This is an optimization exercise on Yosys and OpenROAD, whose aim is small area, a short achievable clock period and few clock cycles per item, not a production implementation.
Only simulation tests tie the RTL to the original design; equivalence was not proved.
No activity file was given, so power comes from the tool's default toggle rates.

**run.sh**
```bash
#!/bin/bash
# synth_recipe.tcl (not shown) runs the flow's synth.tcl, then flattens the netlist and writes it again
# the make line also repeats each setting of config.mk as NAME=value (left out here)
make -C /OpenROAD-flow-scripts/flow DESIGN_CONFIG=/design/flow/config.mk WORK_HOME=/design/flow/orfs CLKGATE_MAP_FILE= SYNTH_SCRIPT=/design/flow/synth_recipe.tcl finish
```
**config.mk**
```make
export PLATFORM = sky130hd
export DESIGN_NAME = rename_unit
export DESIGN_NICKNAME = rename_unit
export VERILOG_FILES = /design/flow/design.v
export SDC_FILE = /design/flow/constraint.sdc
export NUM_CORES = 4
export LEC_CHECK = 0
export CAP_MARGIN = 35
export CORE_MARGIN = 2
export CORE_UTILIZATION = 40
export CTS_CLUSTER_DIAMETER = 60
export CTS_CLUSTER_SIZE = 30
export PLACE_DENSITY = 0.5
export SETUP_SLACK_MARGIN = 4.3
export SLEW_MARGIN = 35
```
**constraint.sdc**
```tcl
create_clock -name core_clock -period 7.0 [get_ports {clock}]
set_input_delay 1.4000 -clock core_clock [delete_from_list [all_inputs] [get_ports {clock}]]
set_output_delay 1.4000 -clock core_clock [all_outputs]
set_load 0.01 [all_outputs]
```
**design.v**
```verilog
`default_nettype none
module rename_unit (
    input  wire logic                                      clock,
    input  wire logic                                      reset,
    input  wire logic                                      squash,
    input  wire logic                                      request_valid,
    output logic                                           request_ready,
    input  wire logic [2*15-1:0]      request,
    output logic                                           result_valid,
    input  wire logic                                      result_ready,
    output logic [2*18-1:0]           result,
    input  wire logic [2*12-1:0]      retire
);
    localparam int NA = 32;
    localparam int PW = 6;
    localparam int AW = 5;
    localparam int RQ = 2*15;
    localparam int RS = 2*18;
    logic [NA-1:1][PW-1:0]   spec_st;     
    logic [NA-1:1][PW-1:0]   commit_st;   
    logic [NA-1:0][PW-1:0]   spec_q, commit_q;
    logic [NA/2-1:0][PW-1:0] even_q;      
    logic [NA/2-1:0][PW-1:0] odd_q;       
    logic [4:0]  head_q;                  
    logic [3:0]  he_q;                    
    logic [4:0]  ch_q;                    
    logic [5:0]  count_q;                 
    logic        ge1_q, ge2_q;            
    logic [1:0]    rv_q;
    logic [AW-1:0] rarn0_q, rarn1_q;
    logic [PW-1:0] rprn0_q, rprn1_q;
    logic          sq_q;
    logic          hv_q, sv_q;
    logic [RQ-1:0] hd_q, sd_q;
    logic [1:0]    hl_q;
    logic          ov_q;
    logic [RS-1:0] od_q;
    logic [PW-1:0] old0, old1;            
    logic [PW-1:0] push0, push1;          
    logic [PW-1:0] push_e, push_o;        
    logic          we_e, we_o;
    logic [3:0]    row_e, row_o;
    logic [1:0]    nret;
    always_comb begin
        old0  = commit_q[rarn0_q];
        old1  = (rv_q[0] && rarn1_q == rarn0_q) ? rprn0_q : commit_q[rarn1_q];
        push0 = rv_q[0] ? old0 : old1;
        push1 = old1;
        nret  = 2'({1'b0, rv_q[0]} + {1'b0, rv_q[1]});
        row_o = ch_q[4:1];
        if (ch_q[0]) begin
            push_o = push0;
            we_o   = rv_q[0] || rv_q[1];
            push_e = push1;
            we_e   = rv_q[0] && rv_q[1];
            row_e  = 4'(ch_q[4:1] + 4'd1);
        end else begin
            push_e = push0;
            we_e   = rv_q[0] || rv_q[1];
            push_o = push1;
            we_o   = rv_q[0] && rv_q[1];
            row_e  = ch_q[4:1];
        end
    end
    logic [AW-1:0] a0, b0, d0, a1, b1, d1;
    logic          live0, live1;
    logic          enough, out_room, adv;
    logic [PW-1:0] erow, orow, first, second, alloc0, alloc1;
    logic [RS-1:0] renamed;
    logic [1:0]    popped;
    always_comb begin
        {a1, b1, d1, a0, b0, d0} = hd_q;
        live0    = hl_q[0];
        live1    = hl_q[1];
        enough   = ge2_q || (ge1_q && !(live0 && live1)) || !(live0 || live1);
        out_room = !ov_q || result_ready;
        adv      = hv_q && enough && out_room && !sq_q;
        popped   = adv ? 2'({1'b0, live0} + {1'b0, live1}) : 2'd0;
        erow   = even_q[he_q];
        orow   = odd_q[head_q[4:1]];
        first  = head_q[0] ? orow : erow;
        second = head_q[0] ? erow : orow;
        alloc0 = first;
        alloc1 = live0 ? second : first;
        renamed[35:30] = (live0 && a1 == d0) ? alloc0 : spec_q[a1];
        renamed[29:24] = (live0 && b1 == d0) ? alloc0 : spec_q[b1];
        renamed[23:18] = live1 ? alloc1 : '0;
        renamed[17:12] = spec_q[a0];
        renamed[11:6]  = spec_q[b0];
        renamed[5:0]   = live0 ? alloc0 : '0;
    end
    logic          accept_in, hload;
    logic [RQ-1:0] hnext;
    assign request_ready = !sv_q;
    assign accept_in     = request_valid && !sv_q;
    assign result_valid  = ov_q;
    assign result        = od_q;
    assign hload         = adv || !hv_q;
    assign hnext         = sv_q ? sd_q : request;
    logic [5:0] base;
    logic [5:0] count_next;
    logic       ge1_next, ge2_next;
    logic [4:0] head_next;
    always_comb begin
        base = count_q + 6'(nret);
        case (popped)
            2'd0: begin
                count_next = base;
                ge1_next   = base >= 6'd1;
                ge2_next   = base >= 6'd2;
            end
            2'd1: begin
                count_next = base - 6'd1;
                ge1_next   = base >= 6'd2;
                ge2_next   = base >= 6'd3;
            end
            default: begin
                count_next = base - 6'd2;
                ge1_next   = base >= 6'd3;
                ge2_next   = base >= 6'd4;
            end
        endcase
        if (sq_q)
            head_next = ch_q + 5'(nret);
        else
            head_next = head_q + 5'(popped);
    end
    always_ff @(posedge clock) begin
        if (reset) begin
            head_q  <= '0;
            he_q    <= '0;
            ch_q    <= '0;
            count_q <= 6'd32;
            ge1_q   <= 1'b1;
            ge2_q   <= 1'b1;
            rv_q    <= '0;
            sq_q    <= 1'b1;
            hv_q    <= 1'b0;
            sv_q    <= 1'b0;
            ov_q    <= 1'b0;
        end else begin
            rv_q   <= {retire[23], retire[11]};
            sq_q   <= squash;
            ch_q   <= ch_q + 5'(nret);
            head_q <= head_next;
            he_q   <= 4'(head_next[4:1] + {3'd0, head_next[0]});
            if (sq_q) begin
                count_q <= 6'd32;
                ge1_q   <= 1'b1;
                ge2_q   <= 1'b1;
            end else begin
                count_q <= count_next;
                ge1_q   <= ge1_next;
                ge2_q   <= ge2_next;
            end
            if (squash) begin
                hv_q <= 1'b0;
                sv_q <= 1'b0;
                ov_q <= 1'b0;
            end else begin
                if (hload) begin
                    hv_q <= sv_q || accept_in;
                    sv_q <= 1'b0;
                end else if (accept_in) begin
                    sv_q <= 1'b1;
                end
                if (out_room) ov_q <= adv;
            end
        end
    end
    always_ff @(posedge clock) begin
        rarn0_q <= retire[10:6];
        rprn0_q <= retire[5:0];
        rarn1_q <= retire[22:18];
        rprn1_q <= retire[17:12];
        if (hload) begin
            hd_q    <= hnext;
            hl_q[0] <= hnext[4:0] != '0;
            hl_q[1] <= hnext[19:15] != '0;
        end
        if (!sv_q) sd_q <= request;
        if (out_room) od_q <= renamed;
    end
    always_ff @(posedge clock) begin
        for (int i = 1; i < NA; i++) begin
            if (sq_q) begin
                if (rv_q[1] && rarn1_q == AW'(i))
                    spec_st[i] <= rprn1_q;
                else if (rv_q[0] && rarn0_q == AW'(i))
                    spec_st[i] <= rprn0_q;
                else
                    spec_st[i] <= commit_q[i];
            end else if (adv && live1 && d1 == AW'(i))
                spec_st[i] <= alloc1;
            else if (adv && live0 && d0 == AW'(i))
                spec_st[i] <= alloc0;
        end
    end
    always_ff @(posedge clock) begin
        if (reset) begin
            for (int i = 1; i < NA; i++) begin
                commit_st[i] <= PW'(i);
            end
            for (int i = 0; i < NA/2; i++) begin
                even_q[i] <= PW'(NA + 2*i);
                odd_q[i]  <= PW'(NA + 2*i + 1);
            end
        end else begin
            for (int i = 1; i < NA; i++) begin
                if (rv_q[1] && rarn1_q == AW'(i))
                    commit_st[i] <= rprn1_q;
                else if (rv_q[0] && rarn0_q == AW'(i))
                    commit_st[i] <= rprn0_q;
            end
            for (int i = 0; i < NA/2; i++) begin
                if (we_e && row_e == 4'(i)) even_q[i] <= push_e;
                if (we_o && row_o == 4'(i)) odd_q[i]  <= push_o;
            end
        end
    end
    assign spec_q   = {spec_st, PW'(0)};
    assign commit_q = {commit_st, PW'(0)};
endmodule
`default_nettype wire
```
==> reports/results.md <==
| Result | Reported |
|---|---|
| Share of the cycle needed by the critical path after routing | 41.0% |
| Number of routed nets with antenna violations | 0 |
| Port bufs | 96 |
| Max incr delay on CP | 550 ps |
| RSZ-0062 raised after global routing | true |
| Leakage power figure | 18.6 nW |
| Arrival time of the worst setup path | 3250 ps |
| Gate Count Post-Synth | 3940 |
| Worst relative slew slack | 39.9% |
| Final Setup Violations | 0 |
| Root Driver | sky130_fd_sc_hd__clkbuf_16 |
| Antenna violations before repair | 5 |
| Commonest cells after routing, fill and taps aside | sky130_fd_sc_hd__dfxtp_1, sky130_fd_sc_hd__mux4_2, sky130_fd_sc_hd__mux2i_1 |
| Hold Path End | even_q[30] |
| Proportion of total power due to net switching | 32.2% |
| Share of Yosys cell area claimed by the top area cell type | 21.6% |
| Maximum number of pins on one net before global-route repair | 222 |
| Comb pwr share | 24.0% |
| Final design area excluding fillers | 52800 um2 |
| Worst hold slack | 452 ps |
| DR pass1 iterations | 19 |
| Max VDD drop | 0.157 mV |
| Max Fanout on Critical Path | 13 |
| Switching power | 3.98 mW |
| Number of remaining DRC errors | 0 |
| Clock power frac | 36.7% |
| Final Worst Setup Slack | 4130 ps |
| Flip-flop and latch count after synthesis | 712 |
| Critical Setup Path Class | primary input to register |
| Clock skew after layout | 32.8 ps |
| Proportion of register bits with asynchronous set or reset after synthesis | 0% |
| Post-synth design cell area | 42500 um2 |
| Critical hold path startpoint | even_q[30] |
| Setup TNS Final | 0 ps |
| Endpoint of the lowest-slack register-to-register path | spec_st[116] |
| Dominant delay contributor by cell family on the critical path | simple AND/OR/NAND/NOR gates |
| Final period demand of the worst path | 2870 ps |
| Global routing usage summed across all routing layers | 32.7% |
| Top achievable clock speed | 0.348 GHz |
| Internal cell power | 8.38 mW |
| Net total in the final layout | 4117 |
| Synth-to-layout area growth | 24.3% |
| Fraction of layout cells with a size suffix above 1 | 35.0% |
| Cell depth of the worst min-delay path | 2 |
| Number of distinct library cell variants in the gate-level netlist after synthesis | 91 |
| Proportion of power drawn by flip-flops and latches | 39.2% |
| CTS buffer count | 80 |
| Data required time of the critical path | 7380 ps |
| Global route total overflow | 0 |
| Slowest library cell on the worst path | sky130_fd_sc_hd__nor2_2 |
| WL/cell | 34.2 um |
| Mean cell area of the mapped netlist | 10.8 um2 |
| TritonCTS clock tree | done |
| Via density | 6.61 |
| X dimension of the die | 330 um |
| Global placement routability congestion | 0.976 |
| Initial core utilization | 40.3% |
| Cell depth of the worst flop-to-flop path | 7 |
| Hold bufs inserted after CTS | 0 |
| Boundary pin count | 97 |
| Max-slew violations | 0 |
| Max-cap violations | 0 |
| Vias in the first global route | 32200 |
| Dpl cell area | 44400 um2 |
| Setup crit start kind | primary input |
| Fraction of the yosys area taken by sequential cells | 39.5% |
| Post-Syn Nets | 4024 |
| Global-route wire length before repair | 252000 um |
| Detail Placement HPWL | 121000 um |
| Most common cell after layout, fill and taps aside | sky130_fd_sc_hd__dfxtp_1 |
| PwrDens | 234 nW/um2 |
| Area leader, netlist | sky130_fd_sc_hd__dfxtp_1 |
| Reg-to-reg slack, setup | 4140 ps |
| Critical-path cell list | buf_8 > nand2b_4 > o311a_4 > buf_4 > buf_12 > nand3_4 > nor2_2 > a211o_1 |
| Die H | 330 um |
| Vias | 36300 |
| TritonCTS sink count | 712 |
| Crit Reg-Reg Startpoint | rarn1_q[1] |
| Top cells by area, synth | sky130_fd_sc_hd__dfxtp_1, sky130_fd_sc_hd__edfxtp_1, sky130_fd_sc_hd__mux4_2, sky130_fd_sc_hd__mux2i_1, sky130_fd_sc_hd__o21ai_0 |
| Total wire length | 188000 um |
| Number of H-tree levels | 3 |
| Number of fill cells | 9419 |
| CP Buf/Inv Count | 3 |
| Critical path endpoint category | register |
| Post-Place Worst Slack | 2360 ps |
| CTS max path bufs | 3 |
| Yosys warnings | 1 |
| Status | finished clean |
| Actual transition at the worst max-transition pin | 901 ps |
| Number of standard-cell rows in the floorplan | 119 |
| Total count of hold-check failures in the final report | 0 |
| Clock insertion delay at the later pin of the skew report | 700 ps |
| Clk slew on worst S/H paths | 70 ps |
| Total Die Area | 109000 um2 |
| Main flop type after synthesis | sky130_fd_sc_hd__dfxtp_1 |
| Number of design-rule violations left by the first detailed-router iteration | 5222 |
| Core area | 105000 um2 |
| Path length in cells of the critical path | 8 |
| Min-Delay Path Class | register to register |
| Number of enable flip-flop cells after synthesis | 254 |
[power by group through the flow]
stage	Clock, mW	Combinational [mW]	Sequential, mW
3_3_place_gp	0	2.06	4.94
6_report	4.54	2.97	4.85
2_1_floorplan	0	1.32	4.78
5_1_grt	4.74	3.01	4.86
3_5_place_dp	0	2.07	4.94
4_1_cts	4.56	2.60	4.83
[state kept, by name, summed over array words and instances (netlist names), 2 cells and up]
| signal | cells |
|---|---|
| hl_q | 2 |
| rv_q | 2 |
| hd_q | 30 |
| rprn1_q | 6 |
| ch_q | 5 |
| od_q | 36 |
| rarn1_q | 5 |
| odd_q | 96 |
| head_q | 5 |
| rarn0_q | 5 |
| spec_st | 186 |
| even_q | 96 |
| rprn0_q | 6 |
| sd_q | 30 |
| he_q | 4 |
| count_q | 6 |
| commit_st | 186 |
[synthesized netlist by cell type (11+ instances only)]
master,count
sky130_fd_sc_hd__ha_1,22
sky130_fd_sc_hd__nand2b_1,94
sky130_fd_sc_hd__mux2_2,115
sky130_fd_sc_hd__nor2b_1,74
sky130_fd_sc_hd__a32oi_1,14
sky130_fd_sc_hd__a22oi_1,145
sky130_fd_sc_hd__or2_2,20
sky130_fd_sc_hd__a21oi_1,197
sky130_fd_sc_hd__buf_1,47
sky130_fd_sc_hd__inv_1,23
sky130_fd_sc_hd__mux4_2,315
sky130_fd_sc_hd__nand3_1,31
sky130_fd_sc_hd__nor4_1,11
sky130_fd_sc_hd__clkbuf_1,271
sky130_fd_sc_hd__dfxtp_1,458
sky130_fd_sc_hd__xnor2_1,25
sky130_fd_sc_hd__o21ai_0,326
sky130_fd_sc_hd__and2_1,146
sky130_fd_sc_hd__nand3b_1,18
sky130_fd_sc_hd__buf_4,16
sky130_fd_sc_hd__nor2_1,302
sky130_fd_sc_hd__nor3_1,39
sky130_fd_sc_hd__a211o_1,31
sky130_fd_sc_hd__nand2_1,235
sky130_fd_sc_hd__a22o_1,29
sky130_fd_sc_hd__a311oi_1,32
sky130_fd_sc_hd__a221oi_1,13
sky130_fd_sc_hd__edfxtp_1,254
sky130_fd_sc_hd__buf_6,13
sky130_fd_sc_hd__mux2i_1,276
sky130_fd_sc_hd__nand4_1,12
sky130_fd_sc_hd__a221o_1,54
sky130_fd_sc_hd__o21ai_1,14
sky130_fd_sc_hd__a211oi_1,34
sky130_fd_sc_hd__buf_2,40
[worst max path at each step]
stage                       startpoint           end
after floorplan           result_ready       he_q[2]
after global placement    result_ready   spec_st[23]
after detailed placement  result_ready    spec_st[8]
after CTS                      he_q[0]   spec_st[62]
after global routing      result_ready  spec_st[163]
final                     result_ready  spec_st[163]
[through the flow]
step                      utilization (%)  power [mW]  cells
final                                50.1        12.4   5492
after global routing                 50.1        12.6   5490
after CTS                            47.6        12.0   5383
after detailed placement             42.1        7.01   5100
after global placement               42.0        7.00   5097
after floorplan                         -        6.10   3940
[tightest hold or removal path, cell delays in order, from the launching register on]
cell and delay, ps:
sky130_fd_sc_hd__dfxtp_1 300, sky130_fd_sc_hd__nand2_1 50, sky130_fd_sc_hd__a21oi_1 50
[kinds of logic after synthesis]
family / after synthesis / share of synthesized area (%)
multiplexers: 715 / 26.8
AO/OA/AOI/OAI: 994 / 15.5
buffers and inverters: 417 / 4.32
adder cells (fa/ha/maj): 25 / 0.789
flip-flops: 712 / 39.5
XOR/XNOR: 34 / 0.700
AND/OR/NAND/NOR: 1043 / 12.4
[layout make-up]
class | instances | area, um2 | area share [%]
antenna | 2 | 5.00 | 0.00947
clock buffer | 95 | 2150 | 4.07
timing repair buffer | 382 | 4600 | 8.71
tap | 1391 | 1740 | 3.29
clock inverter | 53 | 638 | 1.21
multi-input combinational | 2831 | 26700 | 50.6
sequential | 712 | 16900 | 31.9
inverter | 26 | 121 | 0.230
[layer usage]
metal  part of all wire, %  GRT usage [%]
met4                   5.3           13.9
met1                    42           48.0
met3                    11           7.72
met5                 0.022              0
met2                    42           45.9
[what timing repair did]
item | 4_1_cts | 5_1_grt
endpoints found under the setup margin | 860 | 547
buffers inserted | 111 | 84
gates resized for setup | 494 | 476
pin swaps | 54 | 127
cloned | 24 | 22
Testbench counts, summed over its fixed seeds: cycles 29,607, bundles 20,000.

static timing again, ports no longer ideal:
The flow's constraints put no driver on any port. The routed layout listed below was extracted and timed again, unchanged, in two steps.
Step 1 assumes that a clkbuf_16 drives the clock port and a buf_2 every other input.
Step 2 times the ports against the registers' clock, not the clock port: input delays grow and output delays shrink by t, the midpoint of the rising clock arrivals with the driver on.
Slacks: ideal / step 1 / step 2; pairs: ideal / step 1.
t, ns: 0.764
slack for setup (ns): 4.130 / 4.139 / 3.389
latest minus earliest clock arrival (ns): 0.035 / 0.035
After both steps this run still meets setup and hold. For this run, drivers alone change the setup slack by +0.009 ns; drivers and shift together by -0.741 ns.
